This design comes from an exercise in tuning for small area, a short achievable clock period and few clock cycles per item on the open sky130 flow, not from production work. The RTL was checked by simulation tests, not by an equivalence proof against the original design.

Design broken_down_time_to_epoch, start of the top module:
module broken_down_time_to_epoch (
  input  logic               clk_i,
  input  logic               rst_ni,
  input  logic               start,
  output logic               busy,
  input  logic signed [10:0] second_in_i,
  input  logic signed [10:0] minute_in_i,
  input  logic signed [10:0] hour_in_i,
  input  logic signed [10:0] day_in_i,
  input  logic signed [7:0]  month_in_i,
  input  logic        [7:0]  year_in_i,
  output logic               done_o,
  output logic        [5:0]  second_out_o,
  output logic        [5:0]  minute_out_o,
  output logic        [4:0]  hour_out_o,
  output logic        [4:0]  day_out_o,
  output logic        [3:0]  month_out_o,
  output logic signed [9:0]  year_out_o,
  output logic        [8:0]  day_of_year_o,
  output logic signed [33:0] epoch_seconds_o
);
==> flow/config.mk <==
export PLATFORM = sky130hd
export DESIGN_NAME = broken_down_time_to_epoch
export DESIGN_NICKNAME = broken_down_time_to_epoch
export VERILOG_FILES = /design/flow/design.v
export SDC_FILE = /design/flow/constraint.sdc
export NUM_CORES = 4
export LEC_CHECK = 0
export CAP_MARGIN = 20
export CORE_MARGIN = 2
export CORE_UTILIZATION = 40
export SLEW_MARGIN = 20
==> flow/constraint.sdc <==
create_clock -name core_clock -period 9.0 [get_ports {clk_i}]
set_input_delay 1.8000 -clock core_clock [delete_from_list [all_inputs] [get_ports {clk_i}]]
set_output_delay 1.8000 -clock core_clock [all_outputs]
set_load 0.01 [all_outputs]
standard.sh (not shown) runs the stock make flow with config.mk's settings and CLKGATE_MAP_FILE= SYNTH_SCRIPT=/design/flow/synth_recipe.tcl, a recipe that flattens the netlist after the stock synthesis.
==> flow/flow/run.sh <==
#!/bin/bash
# The standard layout, with the port buffers made from sky130_fd_sc_hd__buf_2
# cells instead of the default delay buffers. make's output goes to
# flow_make.log in the work folder; each ORFS step keeps its own log under
# orfs/logs.
set -euo pipefail
export BUFFER_PORTS_ARGS="-buffer_cell sky130_fd_sc_hd__buf_2"
bash standard.sh > flow_make.log 2>&1
The baseline ran to the end with no violations.
Testbench counts at the start, summed over its fixed seeds: cycles 9,600, items 4,800.
Rerun with:
--- a/flow/design.v
+++ b/flow/design.v
@@ -1018,41 +1018,32 @@
     else if (doy >= 9'd92)  begin mp = 4'd3; dk = 5'd5; end
     else if (doy >= 9'd61)  begin mp = 4'd2; dk = 5'd4; end
     else if (doy >= 9'd31)  begin mp = 4'd1; dk = 5'd2; end
     else                    begin mp = 4'd0;  dk = 5'd1;  end
   end
   logic jf;                        
   assign jf = (mp >= 4'd10);
   assign day_out_o     = doy[4:0] + dk;
   assign month_out_o   = jf ? (mp - 4'd10) : (mp + 4'd2);
   assign day_of_year_o = jf ? (doy - 9'd306)
                             : (doy + 9'd59 + {8'd0, ((j == 4'd3) || (j == 4'd7))});
+  logic [9:0] ybase;
+  assign ybase      = {1'b0, a_q, 2'b00} + {6'd0, j} - 10'd23;
+  assign year_out_o = $signed(ybase + {9'd0, jf});
   logic [9:0] ge_j;
   assign ge_j[0] = (du_q >= 12'd306);
-  assign ge_j[1] = (du_q >= 12'd671);
-  assign ge_j[2] = (du_q >= 12'd1036);
   assign ge_j[3] = (du_q >= 12'd1402);
   assign ge_j[4] = (du_q >= 12'd1767);
-  assign ge_j[5] = (du_q >= 12'd2132);
-  assign ge_j[6] = (du_q >= 12'd2497);
   assign ge_j[7] = (du_q >= 12'd2863);
   assign ge_j[8] = (du_q >= 12'd3228);
-  assign ge_j[9] = (du_q >= 12'd3593);
-  logic [3:0] g;
-  always_comb begin
-    g = 4'd0;
-    for (int i = 0; i < 10; i++) g = g + {3'd0, ge_j[i]};
-  end
-  logic [9:0] gofs;                
-  assign gofs = {6'd0, g} - 10'd23;
-  assign year_out_o = $signed({1'b0, a_q, 2'b00} + gofs);
+  assign {ge_j[9], ge_j[6:5], ge_j[2:1]} = '0;
   logic y1, before69, corr;
   assign y1       = !ge_j[0] || (ge_j[3] && !ge_j[4]) || (ge_j[7] && !ge_j[8]);
   assign before69 = (a_q < 7'd21) || ((a_q == 7'd21) && !ge_j[7])
                  || ((a_q == 7'd22) && !ge_j[3]);
   assign corr     = before69 && !y1;
   logic [33:0] epoch;
   bdte_epoch u_epoch (
     .a_i     (a_q),
     .du_i    (du_q),
     .corr_i  (corr),
     .hour_i  (hour_q),
After rerunning: Design area went down by 3.0%; setup slack is better by 0.080 ns; wire length went down by 0.78%; die area went down by 3.2%; count of clock-buffer cells in the layout went down by 1; hold slack is better by 0.17 ns; utilization went up by 0.14 points; non-clock buffer count went down by 2; via count went down by 2.0%; maximum frequency went up by 0.95%; critical path depth went up by 3; cell count went down by 4.1%.
Testbench counts after the change, summed over its fixed seeds: cycles 9,600, items 4,800.

port drivers added, routing unchanged:
No port has a modelled driver above. Below, the same layouts with a new extraction and two added sets of constraints. Step 1 (the two cells are an assumption about what drives the block):
set clk [get_ports {clk_i}]
set_driving_cell -lib_cell sky130_fd_sc_hd__clkbuf_16 $clk
set_driving_cell -lib_cell sky130_fd_sc_hd__buf_2 [delete_from_list [all_inputs] $clk]
Step 2, shift: input delay + t, output delay - t, t = (earliest + latest rising clock arrival at the registers) / 2. This alone moves slack from input paths to output paths. Three values: ideal, step 1, step 2; two values: the first two.
run	shift t [ns]	setup slack, ns	worst setup path after step 2	worst register clock-pin slew, ns	worst data-port slew with drivers (ns)
the first run	0.313	0.519 / 0.484 / 0.274	input to register	0.06 / 0.06	0.09
the second run	0.336	0.600 / 0.559 / 0.456	input to register	0.08 / 0.08	0.05
After both steps setup and hold are still met in every run listed. The setup slack of the first run, which loses most, moves by -0.035 ns with the drivers and by -0.245 ns with both steps.
